What follows belongs to an exercise in optimizing a design on an open flow for small area, a short achievable clock period and few clock cycles per item; a production flow would make more cautious choices.
No functional check of the RTL was part of this run.
Power figures rest on the tool's default switching activity, not on a simulated workload.

<file path="flow/run.sh">
#!/bin/bash
# Standard ORFS layout (the standard.sh, standard synthesis unchanged), with the
# timing repair asked to reach a larger setup slack than the default flow settings allow.
set -euo pipefail
bash standard.sh SETUP_SLACK_MARGIN=7 TNS_END_PERCENT=100 finish > orfs_make.log 2>&1
</file>
<file path="standard.sh">
#!/bin/bash
# synth_recipe.tcl (not shown) runs the flow's synth.tcl, then flattens the netlist and writes it again
# the make line also repeats each setting of config.mk as NAME=value (left out here)
make -C /OpenROAD-flow-scripts/flow DESIGN_CONFIG=/design/flow/config.mk WORK_HOME=/design/flow/orfs CLKGATE_MAP_FILE= SYNTH_SCRIPT=/design/flow/synth_recipe.tcl "${@:-finish}"
</file>
<file path="config.mk">
export PLATFORM = sky130hd
export DESIGN_NAME = assoc_read_cache
export DESIGN_NICKNAME = assoc_read_cache
export VERILOG_FILES = /design/flow/design.v
export SDC_FILE = /design/flow/constraint.sdc
export NUM_CORES = 4
export LEC_CHECK = 0
export CAP_MARGIN = 20
export CORE_MARGIN = 2
export CORE_UTILIZATION = 40
export CTS_BUF_LIST = sky130_fd_sc_hd__clkbuf_8
export CTS_CLUSTER_SIZE = 30
export SLEW_MARGIN = 20
</file>
<file path="constraint.sdc">
create_clock -name core_clock -period 13.0 [get_ports {clk}]
set_input_delay 2.6000 -clock core_clock [delete_from_list [all_inputs] [get_ports {clk}]]
set_output_delay 2.6000 -clock core_clock [all_outputs]
set_load 0.01 [all_outputs]
</file>
<file path="design.v">
package cache_pkg;
  typedef enum logic [1:0] {
    IDLE      = 2'd0,
    REFILL    = 2'd1,
    FILL_DONE = 2'd2
  } cache_state_e;
  localparam int unsigned BYTE_SEL_BITS = 2;
  function automatic integer tag_size(input integer line_size,
                                      input integer index_depth,
                                      input integer offset_size);
    tag_size = line_size - index_depth - offset_size - BYTE_SEL_BITS;
  endfunction
  function automatic integer index_lsb(input integer offset_size);
    index_lsb = offset_size + BYTE_SEL_BITS;
  endfunction
  function automatic integer tag_lsb(input integer index_depth,
                                     input integer offset_size);
    tag_lsb = index_depth + offset_size + BYTE_SEL_BITS;
  endfunction
endpackage
module way_compare
#(
  parameter int unsigned WAYS_LOG2 = 1,
  parameter int unsigned TAG_SIZE  = 24
) (
  input  logic [(1<<WAYS_LOG2)-1:0][TAG_SIZE-1:0] set_tags,
  input  logic [(1<<WAYS_LOG2)-1:0]               set_valid,
  input  logic [TAG_SIZE-1:0]                     req_tag,
  output logic                                    hit,
  output logic [WAYS_LOG2-1:0]                    hit_way
);
  localparam int unsigned WAYS = 1 << WAYS_LOG2;
  always_comb begin
    hit     = 1'b0;
    hit_way = '0;
    for (int unsigned w = WAYS; w > 0; w--) begin
      if (set_valid[w-1] && (set_tags[w-1] == req_tag)) begin
        hit     = 1'b1;
        hit_way = WAYS_LOG2'(w - 1);
      end
    end
  end
endmodule
module assoc_read_cache
#(
  parameter int unsigned LINE_SIZE   = 32,
  parameter int unsigned WAYS_LOG2   = 1,
  parameter int unsigned INDEX_DEPTH = 4,
  parameter int unsigned OFFSET_SIZE = 2
) (
  input  logic                 clk,
  input  logic                 reset,
  input  logic                 req_valid,
  input  logic [LINE_SIZE-1:0] address,
  input  logic                 flush,
  output logic [LINE_SIZE-1:0] data,
  output logic                 busywait,
  output logic                 mem_read,
  output logic [LINE_SIZE-1:0] mem_address,
  input  logic [LINE_SIZE-1:0] mem_readdata,
  input  logic                 mem_busywait
);
  localparam int unsigned TAG_SIZE = cache_pkg::tag_size(LINE_SIZE, INDEX_DEPTH, OFFSET_SIZE);
  localparam int unsigned SETS     = 1 << INDEX_DEPTH;
  localparam int unsigned WORDS    = 1 << OFFSET_SIZE;
  localparam int unsigned LA       = TAG_SIZE + INDEX_DEPTH;           
  localparam int unsigned ENTRIES  = SETS * 2;                         
  logic [TAG_SIZE-1:0]          tag_mem [0:SETS-1][0:1];
  logic [1:0]                   valid   [0:SETS-1];
  logic                         rr_ptr  [0:SETS-1];
  logic [WORDS*LINE_SIZE-1:0]   dline   [0:ENTRIES-1];
  logic [LA-1:0]          a_line;
  logic [INDEX_DEPTH-1:0] a_set;
  logic [OFFSET_SIZE-1:0] a_w;
  logic [SETS-1:0]        a_set_oh;
  assign a_line = address[LINE_SIZE-1 -: LA];
  assign a_set  = address[cache_pkg::index_lsb(OFFSET_SIZE) +: INDEX_DEPTH];
  assign a_w    = address[cache_pkg::BYTE_SEL_BITS +: OFFSET_SIZE];
  always_comb for (int s = 0; s < SETS; s++) a_set_oh[s] = (a_set == s);
  logic [LA-1:0]          cand_line;
  logic                   cand_v, cand_hit, cand_way;
  logic [ENTRIES-1:0]     p1_oh;           
  logic [LA-1:0]          nxt_line;
  logic [SETS-1:0]        nxt_set_oh;
  logic                   nxt_v, nxt_miss;
  logic [LA-1:0]          fill_line;
  logic                   fill_way;
  logic [WORDS-1:0]       fetched;         
  logic [OFFSET_SIZE-1:0] crit;
  logic [1:0][TAG_SIZE-1:0] a_tags;
  logic [1:0]               a_valid;
  logic                     a_rr;
  always_comb begin
    a_tags  = '0;
    a_valid = '0;
    a_rr    = 1'b0;
    for (int s = 0; s < SETS; s++) begin
      a_tags[0] |= {TAG_SIZE{a_set_oh[s]}} & tag_mem[s][0];
      a_tags[1] |= {TAG_SIZE{a_set_oh[s]}} & tag_mem[s][1];
      a_valid   |= {2{a_set_oh[s]}} & valid[s];
      a_rr      |= a_set_oh[s] & rr_ptr[s];
    end
  end
  logic lkA_hit, lkA_way;
  way_compare #(.WAYS_LOG2(1), .TAG_SIZE(TAG_SIZE)) u_cmp_a (
    .set_tags (a_tags),
    .set_valid(a_valid),
    .req_tag  (address[LINE_SIZE-1 -: TAG_SIZE]),
    .hit      (lkA_hit),
    .hit_way  (lkA_way)
  );
  logic victim;
  assign victim = !a_valid[0] ? 1'b0 : (!a_valid[1] ? 1'b1 : a_rr);
  localparam int unsigned PTAG = 8;
  logic [1:0][PTAG-1:0] b_tags;
  logic [1:0]           b_valid;
  logic                 lkB_miss;
  always_comb begin
    b_tags  = '0;
    b_valid = '0;
    for (int s = 0; s < SETS; s++) begin
      b_tags[0] |= {PTAG{nxt_set_oh[s]}} & tag_mem[s][0][PTAG-1:0];
      b_tags[1] |= {PTAG{nxt_set_oh[s]}} & tag_mem[s][1][PTAG-1:0];
      b_valid   |= {2{nxt_set_oh[s]}} & valid[s];
    end
    lkB_miss = (!b_valid[0] || (b_tags[0] != nxt_line[INDEX_DEPTH +: PTAG])) &&
               (!b_valid[1] || (b_tags[1] != nxt_line[INDEX_DEPTH +: PTAG]));
  end
  logic [WORDS*LINE_SIZE-1:0] p1_line;
  always_comb begin
    p1_line = '0;
    for (int e = 0; e < ENTRIES; e++) p1_line |= {WORDS*LINE_SIZE{p1_oh[e]}} & dline[e];
  end
  logic active, m_c, m_n, fw, cand_is_fill, rd_fill, rd_miss, can_alloc, alloc;
  logic use_mem, hit_arr, sel_p1, xfer;
  logic [OFFSET_SIZE-1:0] bg_w, mw;
  assign active       = (fetched != '1);
  assign m_c          = cand_v && (a_line == cand_line);
  assign m_n          = nxt_v && nxt_miss && (a_line == nxt_line);
  assign fw           = fetched[a_w];
  assign cand_is_fill = active && cand_hit && (cand_line[INDEX_DEPTH-1:0] == fill_line[INDEX_DEPTH-1:0])
                        && (cand_way == fill_way);
  assign rd_fill      = m_c && cand_hit && cand_is_fill;
  assign rd_miss      = (m_c && !cand_hit) || m_n;
  assign can_alloc    = rd_miss && !active;
  assign alloc        = req_valid && can_alloc;
  assign use_mem      = can_alloc || (rd_fill && !fw);
  assign sel_p1       = cand_hit && (!cand_is_fill || fw);
  assign hit_arr      = m_c && sel_p1;
  always_comb begin
    bg_w = crit;
    for (int i = WORDS - 1; i >= 1; i--)
      if (!fetched[OFFSET_SIZE'(crit + i)]) bg_w = OFFSET_SIZE'(crit + i);
  end
  assign mw = fw ? bg_w : a_w;
  logic [LINE_SIZE-1:0] word_out [0:WORDS-1];
  always_comb
    for (int k = 0; k < WORDS; k++)
      word_out[k] = (cand_hit && (!cand_is_fill || fetched[k])) ? p1_line[k*LINE_SIZE +: LINE_SIZE]
                                                               : mem_readdata;
  always_comb begin
    data        = (a_line[0] == cand_line[0]) ? word_out[a_w] : mem_readdata;
    busywait    = !(hit_arr || (use_mem && !mem_busywait));
    mem_read    = active || alloc;
    mem_address = active ? {fill_line, mw, {cache_pkg::BYTE_SEL_BITS{1'b0}}}
                         : {a_line, a_w, {cache_pkg::BYTE_SEL_BITS{1'b0}}};
  end
  assign xfer = mem_read && !mem_busywait;
  logic [INDEX_DEPTH-1:0] w_set;
  logic                   w_way;
  logic [OFFSET_SIZE-1:0] w_word;
  assign w_set  = active ? fill_line[INDEX_DEPTH-1:0] : a_set;
  assign w_way  = active ? fill_way : victim;
  assign w_word = active ? mw : a_w;
  always_ff @(posedge clk) begin
    for (int e = 0; e < ENTRIES; e++)
      for (int k = 0; k < WORDS; k++)
        if (xfer && (e == {w_set, w_way}) && (k == w_word))
          dline[e][k*LINE_SIZE +: LINE_SIZE] <= mem_readdata;
  end
  always_ff @(posedge clk) begin
    if (alloc) tag_mem[a_set][victim] <= address[LINE_SIZE-1 -: TAG_SIZE];
  end
  logic [LA-1:0] a_line_inc, nxt_line_inc;
  assign a_line_inc   = a_line + 1'b1;
  assign nxt_line_inc = nxt_line + 1'b1;
  always_ff @(posedge clk or negedge reset) begin
    if (!reset) begin
      for (int s = 0; s < SETS; s++) begin
        valid[s]  <= '0;
        rr_ptr[s] <= 1'b0;
      end
      cand_line  <= '0;
      cand_v     <= 1'b0;
      cand_hit   <= 1'b0;
      cand_way   <= 1'b0;
      p1_oh      <= '0;
      nxt_line   <= '0;
      nxt_set_oh <= SETS'(1);
      nxt_v      <= 1'b0;
      nxt_miss   <= 1'b0;
      fill_line  <= '0;
      fill_way   <= 1'b0;
      fetched    <= '1;
      crit       <= '0;
    end else begin
      if (flush)
        for (int s = 0; s < SETS; s++) valid[s] <= '0;
      if (alloc) begin
        valid[a_set][victim] <= 1'b1;
        rr_ptr[a_set]        <= !rr_ptr[a_set];
      end
      if (alloc) begin
        fill_line <= a_line;
        fill_way  <= victim;
        crit      <= a_w;
        fetched   <= mem_busywait ? '0 : WORDS'(1) << a_w;
      end else if (active && !mem_busywait) begin
        fetched[mw] <= 1'b1;
      end
      nxt_v   <= cand_v;
      nxt_miss <= lkB_miss || flush;
      if (req_valid && !m_c) begin
        nxt_v <= 1'b0;
        if (m_n) begin
          cand_line  <= nxt_line;
          cand_hit   <= alloc;
          cand_way   <= victim;
          p1_oh      <= ENTRIES'(1) << {a_set, victim};
          nxt_line   <= nxt_line_inc;
          nxt_set_oh <= {nxt_set_oh[SETS-2:0], nxt_set_oh[SETS-1]};
        end else begin
          cand_line  <= a_line;
          cand_hit   <= lkA_hit;
          cand_way   <= lkA_way;
          p1_oh      <= ENTRIES'(1) << {a_set, lkA_way};
          nxt_line   <= a_line_inc;
          nxt_set_oh <= {a_set_oh[SETS-2:0], a_set_oh[SETS-1]};
        end
        cand_v <= 1'b1;
      end else begin
        if (alloc) begin
          cand_hit <= 1'b1;
          cand_way <= victim;
          p1_oh    <= ENTRIES'(1) << {a_set, victim};
        end else if (flush && !req_valid) begin
          cand_hit <= 1'b0;
        end
      end
    end
  end
endmodule
</file>
==> run notes <==
-- power groups by stage --
stage | Combinational [uW] | Clock [uW] | Sequential (uW)
global placement | 2290 | 0 | 18400
global route | 3050 | 12700 | 18000
floorplan | 1070 | 0 | 18300
CTS | 2850 | 12000 | 18000
detailed placement | 2310 | 0 | 18400
finish | 3070 | 12100 | 18000
-- through the flow --
step                 util  total power [uW]
floorplan               -             19400
global placement    0.426             20600
detailed placement  0.427             20700
CTS                 0.481             32900
global route        0.485             33800
finish              0.485             33200
-- cells in the final DEF, fill, tap and decap left out, types with 31 or more instances in the layout --
cell       synthesis  layout
edfxtp_1        4864    4864
a22oi_1         1170    1156
clkbuf_8           0     781
a22o_1           610     610
buf_4             18     588
a221oi_1         630     519
nand4_1          445     445
inv_1             48     303
nand2_1          329     286
buf_6             30     218
clkinv_1           0     200
buf_12             0     174
dfrtp_1          187     155
nor2_4             0     150
o21ai_0          130     118
nor2_1           288     112
a221oi_2           3     110
a21oi_1          115     102
mux2i_1           94      92
buf_16             0      86
bufbuf_16          0      81
nor3_4             0      76
xnor2_1           86      73
o22ai_1           96      69
diode_2            0      67
mux2_2            62      62
clkinv_2           0      59
nor3_1           182      57
nor3_2             7      56
xor2_1            42      41
nand2_2            0      37
nand3_1           39      37
buf_8              0      37
dfrtp_4            0      32
a32oi_1           31      31
-- sequential cells by signal, indices dropped and copies added (netlist names) --
name,cells
crit,2
fill_line,28
cand_v,1
tag_mem,768
dline,4096
p1_oh,32
nxt_v,1
nxt_set_oh,16
cand_line,28
cand_way,1
cand_hit,1
fill_way,1
fetched,4
nxt_miss,1
nxt_line,28
valid,32
rr_ptr,16
-- path summary, 6_finish.rpt --
| kind | startpoint | end | slack, ns | cells after the start |
|---|---|---|---|---|
| max | p1_oh[7] | data[8] | 5.66 | 11 |
| min | fill_line[12] | fill_line[12] | 0.47 | 2 |
| max reg2reg | fetched[0] | dline[5][123] | 7.97 | 15 |
| min reg2reg | fill_line[12] | fill_line[12] | 0.47 | 2 |
| max in group asynchronous | reset | p1_oh[4] | 9.50 | 3 |
| min in group asynchronous | reset | crit[1] | 1.25 | 1 |
-- final cells by class --
type / count / area, sq um / area share
diodes: 67 / 168 / 0.000734
clock buffers: 773 / 10600 / 0.0466
clock inverters: 583 / 2890 / 0.0127
inverters: 48 / 244 / 0.00107
multi-input cells: 4815 / 39100 / 0.171
flip-flops and latches: 5056 / 151000 / 0.661
well taps: 6223 / 7790 / 0.0341
repair buffers: 1242 / 16500 / 0.0723
-- logic make-up after synthesis --
group                      Yosys count  share of synthesized area
DFF                               5056                      0.799
AOI/OAI and AO/OA                 2997                      0.125
and+or+nand+nor                   1507                     0.0417
buffers and inverters              787                     0.0176
muxes                              176                     0.0108
xor gates and xnor gates           128                    0.00594
adders and majority gates            1                  0.0000663
other                                1                  0.0000199
-- cell usage after synthesis, drive strengths merged (42+ instances only) --
| library cell | count |
|---|---|
| a21oi | 115 |
| a221oi | 633 |
| a22o | 610 |
| a22oi | 1170 |
| buf | 277 |
| clkbuf | 462 |
| dfrtp | 187 |
| edfxtp | 4864 |
| inv | 48 |
| mux2 | 67 |
| mux2i | 95 |
| nand2 | 329 |
| nand4 | 445 |
| nor2 | 288 |
| nor3 | 189 |
| o21ai | 144 |
| o22ai | 96 |
| xnor2 | 86 |
| xor2 | 42 |
-- what timing repair did --
action / in CTS / in global routing
buffers inserted: 411 / 79
resized for setup: 1262 / 249
pin swaps: 255 / 167
setup endpoints to repair: 4537 / 3909
gates cloned: 103 / 8
-- metal layers --
| metal | track usage | vias to the layer above | part of all wire | wire length [um] |
|---|---|---|---|---|
| li1 | - | 47600 | - | - |
| met1 | 0.413 | 66100 | 0.31 | 264000 |
| met2 | 0.482 | 14400 | 0.41 | 349000 |
| met3 | 0.146 | 3475 | 0.18 | 152000 |
| met4 | 0.251 | 40 | 0.094 | 79000 |
| met5 | 0.00130 | - | 0.00038 | 321 |
-- worst max-delay path: stages (launching register included) --
cell and delay [ns]:
dfrtp_4 0.64, buf_12 0.24, buf_16 0.16, a22o_1 0.23, a221oi_2 0.19, nand4_1 0.20, nor3_4 0.59, o22ai_4 0.26
nor3_2 0.24, a22oi_1 0.09, o22a_2 0.38, buf_6 0.17
==> impl_results.md <==
- Run status: complete, no violations
- Worst path required time: 10.40 ns
- First-pass GRT wire length: 1100000 um
- Area contributors post-synth: edfxtp_1 77%, a22oi_1 4.7%, a221oi_1 2.9%
- Worst slew margin: 0.147
- Worst-path clk slew: 0.06 ns
- CTS H-tree depth: 6
- Maximum capacitance violations: 0
- Fin nets: 12000
- Vias: 132000
- I/O Buffers: 130
- Area after DPL: 201000 sq um
- Cell area power density: 145 nW/um^2
- Final-report max-slew violation count: 0
- DP Worst Slack: 3.78 ns
- Final Setup Violations: 0
- Die width: 691 um
- Area Overhead vs Synth: 21.0%
- Sequential-to-total area share from yosys stat: 0.799
- Deepest clock path buffer count: 4
- Sequential Power Share: 0.543
- Synth Flop Type: edfxtp_1
- Critical path launch point type: register
- Final Hold Fails: 0
- Routed Antenna Nets: 0
- Post-synth top area cell: edfxtp_1
- Post-cts hold buffer count: 0
- Yosys warning total: 6
- Global-route usage over all layers: 0.340
- CTS tree: yes
- Leakage: 0.0735 uW
- Avg WL per Cell: 44.9 um
- Final Wtd Congestion: 0.931
- Net switching power: 8590 uW
- RSZ-0062 raised after global routing: true
- Num ports: 135
- Synth Instances: 10700
- Worst slew pin tran: 1.27 ns
- Switching Share: 0.259
- Area share of the largest cell type after synthesis: 0.774
- EDFF count, synth: 4864
- Congestion Overflow GR: 0
- Clock Sinks: 5056
- Kind of critical path: register to output port
- DRC violations left: 0
- Yosys cell types: 81
- Total CTS buffers: 751
- Std cell rows: 252
- Seq cells post-synth: 5056
- Crit path DAT: 4.74 ns
- Final std cells w/o fill: 18800
- Tmin final: 7.34 ns
- Initial antenna violation count: 84
- # fillers: 38600
- Final setup TNS: 0 ns
- DP HPWL: 397000 um
- Crit path capture type: output port
- Average size of a mapped cell: 17.7 sq um
- Core area: 470000 sq um
- Max Freq: 136 MHz
- Setup Skew: 0.112 ns
- Iter 0 DRT Violations: 26500
- Cell Area, Synth: 189000 sq um
- Worst Hold Class: register to register
- Largest vdd supply drop: 0.000125 V
- Worst-Skew Late Latency: 1.33 ns
- Die height: 691 um
- Die area: 477000 sq um
- Post-Place Cells: 16800
- Design internal power: 24600 uW
- CP max FO: 6
- Drt total wl: 844000 um
- Initial core utilization: 0.401
- WHS: 0.471 ns
- Logic pwr share: 0.092
- Worst Slack Setup Final: 5.66 ns
- Ys async rst share: 0.0380
- Root Driver: clkbuf_8
- Crit share post-route: 0.565
- Vias per Instance: 7.00
- Clk network pwr share: 0.365
- Fin area: 228000 sq um
- DRT Pass-1 Iters: 7
- Largest net degree at the start of global routing: 97
- Vias in the first global route: 122000
- Share of cells above drive strength 1: 0.231

==> what the ideal ports hide <==
The flow's constraints put no driver on any port. The routed layout listed below was extracted and timed again, unchanged, in two steps. Step 1, drivers: a clkbuf_16 drives clk and a buf_2 each remaining input, both assumed. Step 2, shift: input delay + t, output delay - t, t = (earliest + latest rising clock arrival at the registers) / 2. This alone moves slack from input paths to output paths. Three values: no drivers, after step 1, after step 2; two values: the first two.
t, ns: 1.406
setup WS [ns]: 5.657 / 5.541 / 5.353
worst setup path after step 2: input to register
slew at the worst register clock pin (ns): 0.07 / 0.07
cell pins on the clock port's net: 1
After both steps this run still meets setup and hold. For this run, drivers alone change the setup slack by -0.116 ns; drivers and shift together by -0.304 ns.
